This design comes from an exercise in tuning for small area and a short achievable clock period on the open sky130 flow, not from production work. The RTL was checked by simulation tests, not by an equivalence proof against the original design.

===== flow/design.v =====
module ddr5_dimm_responder #(
  parameter int CHANNEL_ID = 0,
  parameter int TRCD       = 39,
  parameter int TRP        = 39,
  parameter int TRAS       = 76,
  parameter int TCL        = 40,
  parameter int TCWL       = 38
) (
  input  logic        clk,
  input  logic        rst,
  input  logic        cmd_valid,
  input  logic [2:0]  cmd_type,
  input  logic        cmd_channel,
  input  logic [2:0]  cmd_bg,
  input  logic [1:0]  cmd_bank,
  input  logic [15:0] cmd_row,
  input  logic [5:0]  cmd_col,
  output logic        rd_valid,
  output logic [26:0] rd_tag,
  output logic        wr_ack,
  output logic [26:0] wr_tag,
  output logic        err_valid,
  output logic [2:0]  err_code,
  output logic [5:0]  open_banks
);
  localparam logic [2:0] CMD_NOP  = 3'd0;
  localparam logic [2:0] CMD_ACT0 = 3'd1;
  localparam logic [2:0] CMD_ACT1 = 3'd2;
  localparam logic [2:0] CMD_RD0  = 3'd3;
  localparam logic [2:0] CMD_RD1  = 3'd4;
  localparam logic [2:0] CMD_WR0  = 3'd5;
  localparam logic [2:0] CMD_WR1  = 3'd6;
  localparam logic [2:0] CMD_PRE  = 3'd7;
  localparam logic [6:0] TRCD_LD = 7'(TRCD - 1);
  localparam logic [6:0] TRP_LD  = 7'(TRP - 1);
  localparam logic [6:0] TRAS_LD = 7'(TRAS - 1);
  typedef enum logic [0:0] {WAIT_FIRST, WAIT_SECOND} dec_state_e;
  typedef enum logic [1:0] {B_CLOSED, B_ACTIVATING, B_OPEN, B_PRECHARGING} bank_state_e;
  dec_state_e  dec_q, dec_d;
  logic [2:0]  pend_type_q, pend_type_d;
  logic [2:0]  pend_bg_q, pend_bg_d;
  logic [1:0]  pend_bank_q, pend_bank_d;
  logic [15:0] pend_row_q, pend_row_d;
  logic [5:0]  pend_col_q, pend_col_d;
  bank_state_e bank_state_q [32];
  logic [6:0]  bank_cnt_q   [32];
  logic [6:0]  bank_ras_q   [32];
  logic [15:0] bank_row_q   [32];
  logic        err_valid_q, err_now;
  logic [2:0]  err_code_q, err_code_now;
  logic [5:0]  open_cnt_q, open_cnt_d;
  logic [TCL-1:0]  rd_vpipe_q;
  logic [26:0]     rd_tpipe_q [TCL];
  logic [TCWL-1:0] wr_vpipe_q;
  logic [26:0]     wr_tpipe_q [TCWL];
  logic [2:0] cmd_eff;
  assign cmd_eff = (cmd_valid && (cmd_channel == 1'(CHANNEL_ID))) ? cmd_type : CMD_NOP;
  logic pair_ok;
  assign pair_ok = (cmd_eff == pend_type_q + 3'd1) && (cmd_bg == pend_bg_q) &&
                   (cmd_bank == pend_bank_q) &&
                   ((pend_type_q == CMD_ACT0) ? (cmd_row == pend_row_q) : (cmd_col == pend_col_q));
  logic do_act, do_rd, do_wr, do_pre, split_err;
  always_comb begin
    dec_d       = dec_q;
    pend_type_d = pend_type_q;
    pend_bg_d   = pend_bg_q;
    pend_bank_d = pend_bank_q;
    pend_row_d  = pend_row_q;
    pend_col_d  = pend_col_q;
    do_act      = 1'b0;
    do_rd       = 1'b0;
    do_wr       = 1'b0;
    do_pre      = 1'b0;
    split_err   = 1'b0;
    case (dec_q)
      WAIT_FIRST: begin
        case (cmd_eff)
          CMD_ACT0, CMD_RD0, CMD_WR0: begin
            dec_d       = WAIT_SECOND;
            pend_type_d = cmd_eff;
            pend_bg_d   = cmd_bg;
            pend_bank_d = cmd_bank;
            pend_row_d  = cmd_row;
            pend_col_d  = cmd_col;
          end
          CMD_ACT1, CMD_RD1, CMD_WR1: split_err = 1'b1;
          CMD_PRE:                    do_pre    = 1'b1;
          default: ;
        endcase
      end
      WAIT_SECOND: begin
        dec_d = WAIT_FIRST;
        if (pair_ok) begin
          do_act = (pend_type_q == CMD_ACT0);
          do_rd  = (pend_type_q == CMD_RD0);
          do_wr  = (pend_type_q == CMD_WR0);
        end else begin
          split_err = 1'b1;
        end
      end
      default: dec_d = WAIT_FIRST;
    endcase
  end
  logic [4:0]  idx;
  bank_state_e cur_state;
  logic        bank_live, ras_done, act_ok, rd_ok, wr_ok, pre_ok;
  assign idx       = {cmd_bg, cmd_bank};
  assign cur_state = bank_state_q[idx];
  assign bank_live = (cur_state == B_ACTIVATING) || (cur_state == B_OPEN);
  assign ras_done  = (bank_ras_q[idx] == 7'd0);
  assign act_ok    = do_act && (cur_state == B_CLOSED);
  assign rd_ok     = do_rd && (cur_state == B_OPEN);
  assign wr_ok     = do_wr && (cur_state == B_OPEN);
  assign pre_ok    = do_pre && bank_live && ras_done;
  always_comb begin
    err_now      = 1'b1;
    err_code_now = 3'd0;
    if (split_err)                                   err_code_now = 3'd4;
    else if (do_act && bank_live)                    err_code_now = 3'd1;
    else if (do_act && cur_state == B_PRECHARGING)   err_code_now = 3'd5;
    else if ((do_rd || do_wr) && cur_state != B_OPEN) err_code_now = 3'd2;
    else if (do_pre && bank_live && !ras_done)       err_code_now = 3'd3;
    else                                             err_now      = 1'b0;
  end
  always_comb begin
    open_cnt_d = '0;
    for (int i = 0; i < 32; i++) begin
      if (bank_state_q[i] == B_ACTIVATING || bank_state_q[i] == B_OPEN)
        open_cnt_d = open_cnt_d + 6'd1;
    end
  end
  always_ff @(posedge clk or posedge rst) begin
    if (rst) begin
      dec_q       <= WAIT_FIRST;
      pend_type_q <= CMD_NOP;
      pend_bg_q   <= '0;
      pend_bank_q <= '0;
      pend_row_q  <= '0;
      pend_col_q  <= '0;
      err_valid_q <= 1'b0;
      err_code_q  <= '0;
      open_cnt_q  <= '0;
    end else begin
      dec_q       <= dec_d;
      pend_type_q <= pend_type_d;
      pend_bg_q   <= pend_bg_d;
      pend_bank_q <= pend_bank_d;
      pend_row_q  <= pend_row_d;
      pend_col_q  <= pend_col_d;
      err_valid_q <= err_now;
      if (err_now) err_code_q <= err_code_now;
      open_cnt_q  <= open_cnt_d;
    end
  end
  always_ff @(posedge clk or posedge rst) begin
    if (rst) begin
      for (int i = 0; i < 32; i++) begin
        bank_state_q[i] <= B_CLOSED;
        bank_cnt_q[i]   <= '0;
        bank_ras_q[i]   <= '0;
        bank_row_q[i]   <= '0;
      end
    end else begin
      for (int i = 0; i < 32; i++) begin
        if (bank_ras_q[i] != 7'd0) bank_ras_q[i] <= bank_ras_q[i] - 7'd1;
        case (bank_state_q[i])
          B_ACTIVATING:
            if (bank_cnt_q[i] == 7'd0) bank_state_q[i] <= B_OPEN;
            else                       bank_cnt_q[i]   <= bank_cnt_q[i] - 7'd1;
          B_PRECHARGING:
            if (bank_cnt_q[i] == 7'd0) bank_state_q[i] <= B_CLOSED;
            else                       bank_cnt_q[i]   <= bank_cnt_q[i] - 7'd1;
          default: ;
        endcase
        if (5'(i) == idx) begin
          if (act_ok) begin
            bank_state_q[i] <= B_ACTIVATING;
            bank_cnt_q[i]   <= TRCD_LD;
            bank_ras_q[i]   <= TRAS_LD;
            bank_row_q[i]   <= cmd_row;
          end
          if (pre_ok) begin
            bank_state_q[i] <= B_PRECHARGING;
            bank_cnt_q[i]   <= TRP_LD;
          end
        end
      end
    end
  end
  logic [26:0] op_tag;
  assign op_tag = {cmd_bg, cmd_bank, bank_row_q[idx], cmd_col};
  always_ff @(posedge clk or posedge rst) begin
    if (rst) begin
      rd_vpipe_q <= '0;
      wr_vpipe_q <= '0;
      for (int i = 0; i < TCL; i++)  rd_tpipe_q[i] <= '0;
      for (int i = 0; i < TCWL; i++) wr_tpipe_q[i] <= '0;
    end else begin
      rd_vpipe_q    <= {rd_vpipe_q[TCL-2:0], rd_ok};
      rd_tpipe_q[0] <= rd_ok ? op_tag : '0;
      for (int i = 1; i < TCL; i++) rd_tpipe_q[i] <= rd_tpipe_q[i-1];
      wr_vpipe_q    <= {wr_vpipe_q[TCWL-2:0], wr_ok};
      wr_tpipe_q[0] <= wr_ok ? op_tag : '0;
      for (int i = 1; i < TCWL; i++) wr_tpipe_q[i] <= wr_tpipe_q[i-1];
    end
  end
  assign rd_valid   = rd_vpipe_q[TCL-1];
  assign rd_tag     = rd_tpipe_q[TCL-1];
  assign wr_ack     = wr_vpipe_q[TCWL-1];
  assign wr_tag     = wr_tpipe_q[TCWL-1];
  assign err_valid  = err_valid_q;
  assign err_code   = err_code_q;
  assign open_banks = open_cnt_q;
endmodule

===== flow/run.sh =====
#!/bin/bash
# synth_recipe.tcl (not shown) runs the flow's synth.tcl, then flattens the netlist and writes it again
# the make line also repeats each setting of config.mk as NAME=value (left out here)
make -C /OpenROAD-flow-scripts/flow DESIGN_CONFIG=/design/flow/config.mk WORK_HOME=/design/flow/orfs CLKGATE_MAP_FILE= SYNTH_SCRIPT=/design/flow/synth_recipe.tcl finish

===== flow/config.mk =====
export PLATFORM = sky130hd
export DESIGN_NAME = ddr5_dimm_responder
export DESIGN_NICKNAME = ddr5_dimm_responder
export VERILOG_FILES = /design/flow/design.v
export SDC_FILE = /design/flow/constraint.sdc
export NUM_CORES = 4
export LEC_CHECK = 0
export CAP_MARGIN = 20
export CORE_MARGIN = 2
export CORE_UTILIZATION = 40
export SLEW_MARGIN = 20

===== flow/constraint.sdc =====
create_clock -name core_clock -period 20.0 [get_ports {clk}]
set_input_delay 4.0000 -clock core_clock [delete_from_list [all_inputs] [get_ports {clk}]]
set_output_delay 4.0000 -clock core_clock [all_outputs]
set_load 0.01 [all_outputs]

==> results.json <==
{
  "status": "no timing/DRC/antenna violations",
  "post-route-util": 0.465,
  "synth.top_cell.area_share": 0.722,
  "place_inst": 12700,
  "antenna_found_initial": 20,
  "tritoncts": "yes",
  "htree_levels": 5,
  "die_area_sq_mm": 0.286,
  "drv_cap": 0,
  "clock-skew-final_ns": 0.0787,
  "grt_max_degree": 192,
  "worst_slew_pin_slew_ns": 1.26,
  "place_hpwl_mm": 166,
  "fp.dieH_microns": 534,
  "max_stage_delay_ns": 0.50,
  "drc_errors": 0,
  "initial_core_util": 0.403,
  "cts_sinks": 3249,
  "die_w_microns": 534,
  "root_buffer": "clkbuf_16",
  "numPortBuffers": 99,
  "rsz0062_at_grt": "no",
  "core_sq_mm": 0.280,
  "max_freq_mhz": 55.9,
  "synth_top_area_cell": "dfrtp_1",
  "wl_per_cell_microns": 20.8,
  "timing.rr.end": "open_cnt_q[5]",
  "final_hold_viol_count": 0,
  "end_kind": "flop",
  "hold-worst-slack_ns": 0.309,
  "gp_congestion": 0.907,
  "fin_nets": 9536,
  "slew_headroom": 0.156,
  "cts_setup_buffers": 0,
  "hold_path.class": "flop to flop",
  "cp.required_ns": 20.78,
  "min_path_cells": 0,
  "fillCellCount": 24400,
  "routed_via_density": 5.15,
  "crit_fanout": 7,
  "ios": 100,
  "clkLatencyLatePin_ns": 0.90,
  "min_to": "wr_tpipe_q[16][25]",
  "gr-usage-all-layers": 0.193,
  "synth_cell_type_count": 91,
  "ys_ff_latch": 3249,
  "routed_wl_mm": 276,
  "synthFlopType": "dfrtp_1",
  "criticalPathCategory": "flop to flop",
  "synthTopCellsByArea": "dfrtp_1, nand2_1, ha_1, xnor2_1, nor2_1",
  "drive_gt1_frac": 0.0827,
  "r2r_start": "bank_state_q[1][1]",
  "ctsHoldBuffers": 0,
  "clk_pin_slew_ns": 0.06,
  "synth.avg_cell_area_sq_um": 12.5,
  "yosysMostFrequentCell": "dfrtp_1",
  "grt-ovfl-total": 0,
  "synth_edf_count": 0,
  "yosys_warnings": 7,
  "synth_area_sq_mm": 0.113,
  "final.setup.worst_slack_ns": 2.10,
  "setup_viol": 0,
  "min_period_ns": 17.90,
  "period_share": 0.895,
  "reg2regPathDepth": 93,
  "start_kind": "flop",
  "crit_arrival_ns": 18.68,
  "fin_setup_tns_ns": 0,
  "instances_no_fill": 13300,
  "synthArstFlopShare": 1.00,
  "crit_top_cell": "ha_1",
  "hold_path.startpoint": "wr_tpipe_q[15][25]",
  "cts_buffers": 333,
  "vias": 68400,
  "grt_pass1_wl_mm": 422,
  "place_ws_ns": 2.29,
  "clock_path_buffers": 4,
  "synth_common_cells": "dfrtp_1, nand2_1, nor2_1",
  "finalMaxSlewViolations": 0,
  "cts_resized": 0,
  "syn_to_final_growth_pct": 15.4,
  "dr.pass1.iters": 7,
  "synth-seq-area-share": 0.722,
  "critPathSlowestCell": "a31oi_1",
  "ant_nets": 0,
  "drtIter0Drc": 7108,
  "fp-row-count": 194,
  "grt_pass1_vias": 68800,
  "r2r_slack_ns": 2.10,
  "synth_nets": 9296,
  "postSynthCellCount": 9033
}
[critical path: cells and delay by family (launching register included)]
family,cells,cell delay (ns)
mux,1,0.29
simple gates,25,3.11
buf+inv,5,0.44
compound gates,31,5.49
xor+xnor,13,2.50
flops,1,0.37
fa+ha+maj,18,5.53
[flip-flops by register name, indices dropped and copies added, names as in the netlist]
register	count
rd_vpipe_q	40
wr_vpipe_q	38
pend_type_q	3
err_valid_q	1
pend_row_q	16
err_code_q	3
pend_bg_q	3
bank_state_q	64
rd_tpipe_q	1080
wr_tpipe_q	1026
bank_cnt_q	224
bank_ras_q	224
open_cnt_q	6
pend_bank_q	2
pend_col_q	6
dec_q	1
bank_row_q	512
[cells in the final DEF (no fill, tap or decap), types with 31 or more instances in the layout]
cell type,count
nand3b_1,58
o22ai_1,51
nor4_1,86
buf_4,87
nand2b_1,31
and2_1,62
xor2_1,196
a22o_1,83
clkbuf_16,337
inv_1,234
xnor2_1,309
nand3_1,44
nand4_1,52
nor2_4,62
a21oi_1,118
clkbuf_1,84
clkinv_2,44
nor2b_1,37
ha_1,229
clkbuf_8,79
nor3_1,140
clkdlybuf4s50_1,92
nand2_1,2420
a22oi_1,142
o21ai_0,238
nor2_1,432
dfrtp_1,3249
a221oi_1,91
[kinds of logic (layout without fill, tap and decap cells)]
family,Yosys count,in the layout,synth area share
fa+ha+maj,229,229,0.0255
compound gates,886,886,0.0542
other cells,0,12,0
xor+xnor,535,535,0.0447
buf+inv,539,1039,0.0181
mux,16,16,0.00152
simple gates,3579,3579,0.134
flops,3249,3249,0.722
[how the worst max path moves through the flow]
| stage | startpoint | to | depth (start not counted) |
|---|---|---|---|
| after floorplan | rst | bank_cnt_q[0][0] | 1 |
| after global placement | bank_state_q[1][0] | open_cnt_q[5] | 92 |
| after detailed placement | bank_state_q[0][1] | open_cnt_q[5] | 93 |
| after CTS | bank_state_q[0][1] | open_cnt_q[5] | 93 |
| after global routing | bank_state_q[0][1] | open_cnt_q[5] | 93 |
| final | bank_state_q[1][1] | open_cnt_q[5] | 93 |
[area by class of cell]
class / count / area (sq um) / area share
Sequential cell: 3249 / 81300 / 0.626
Multi-Input combinational cell: 5245 / 29800 / 0.229
Clock buffer: 500 / 9840 / 0.0757
Inverter: 237 / 893 / 0.00688
Clock inverter: 95 / 1420 / 0.0109
Timing Repair Buffer: 207 / 2000 / 0.0154
Tap cell: 3724 / 4660 / 0.0359
Antenna cell: 12 / 30.0 / 0.000231
[through the flow]
step,area [sq um]
floorplan,113000
global placement,118000
detailed placement,119000
CTS,130000
global route,130000
finish,130000
[metal layers]
layer	global-route usage	vias to the layer above	wire, microns
met3	0.0439	907	24500
met4	0.105	8	16800
met5	0	-	46
li1	-	30000	-
met2	0.288	2942	121000
met1	0.262	34500	114000

-- port drivers added, routing unchanged --
No port has a modelled driver above. Below, the same layout with a new extraction and two added sets of constraints.
Step 1 sets driving cells, clkbuf_16 on the clock port and buf_2 on the other inputs (assumed; they add their load-dependent delay and slew).
Step 2 also shifts input and output timing later by t, the mid clock arrival at the registers, as if the neighbouring blocks saw the same clock.
Three values: no drivers, after step 1, after step 2; two values: the first two.
t, ns: 0.957
setup WS [ns]: 2.104 / 2.104 / 2.104
worst hold slack (ns): 0.309 / 0.309 / 0.309
worst data-port slew with drivers (ns): 0.27
cell pins on the clock port's net: 1
After both steps setup and hold are still met in this run. The setup slack of this run moves by 0.000 ns with the drivers and by 0.000 ns with both steps.
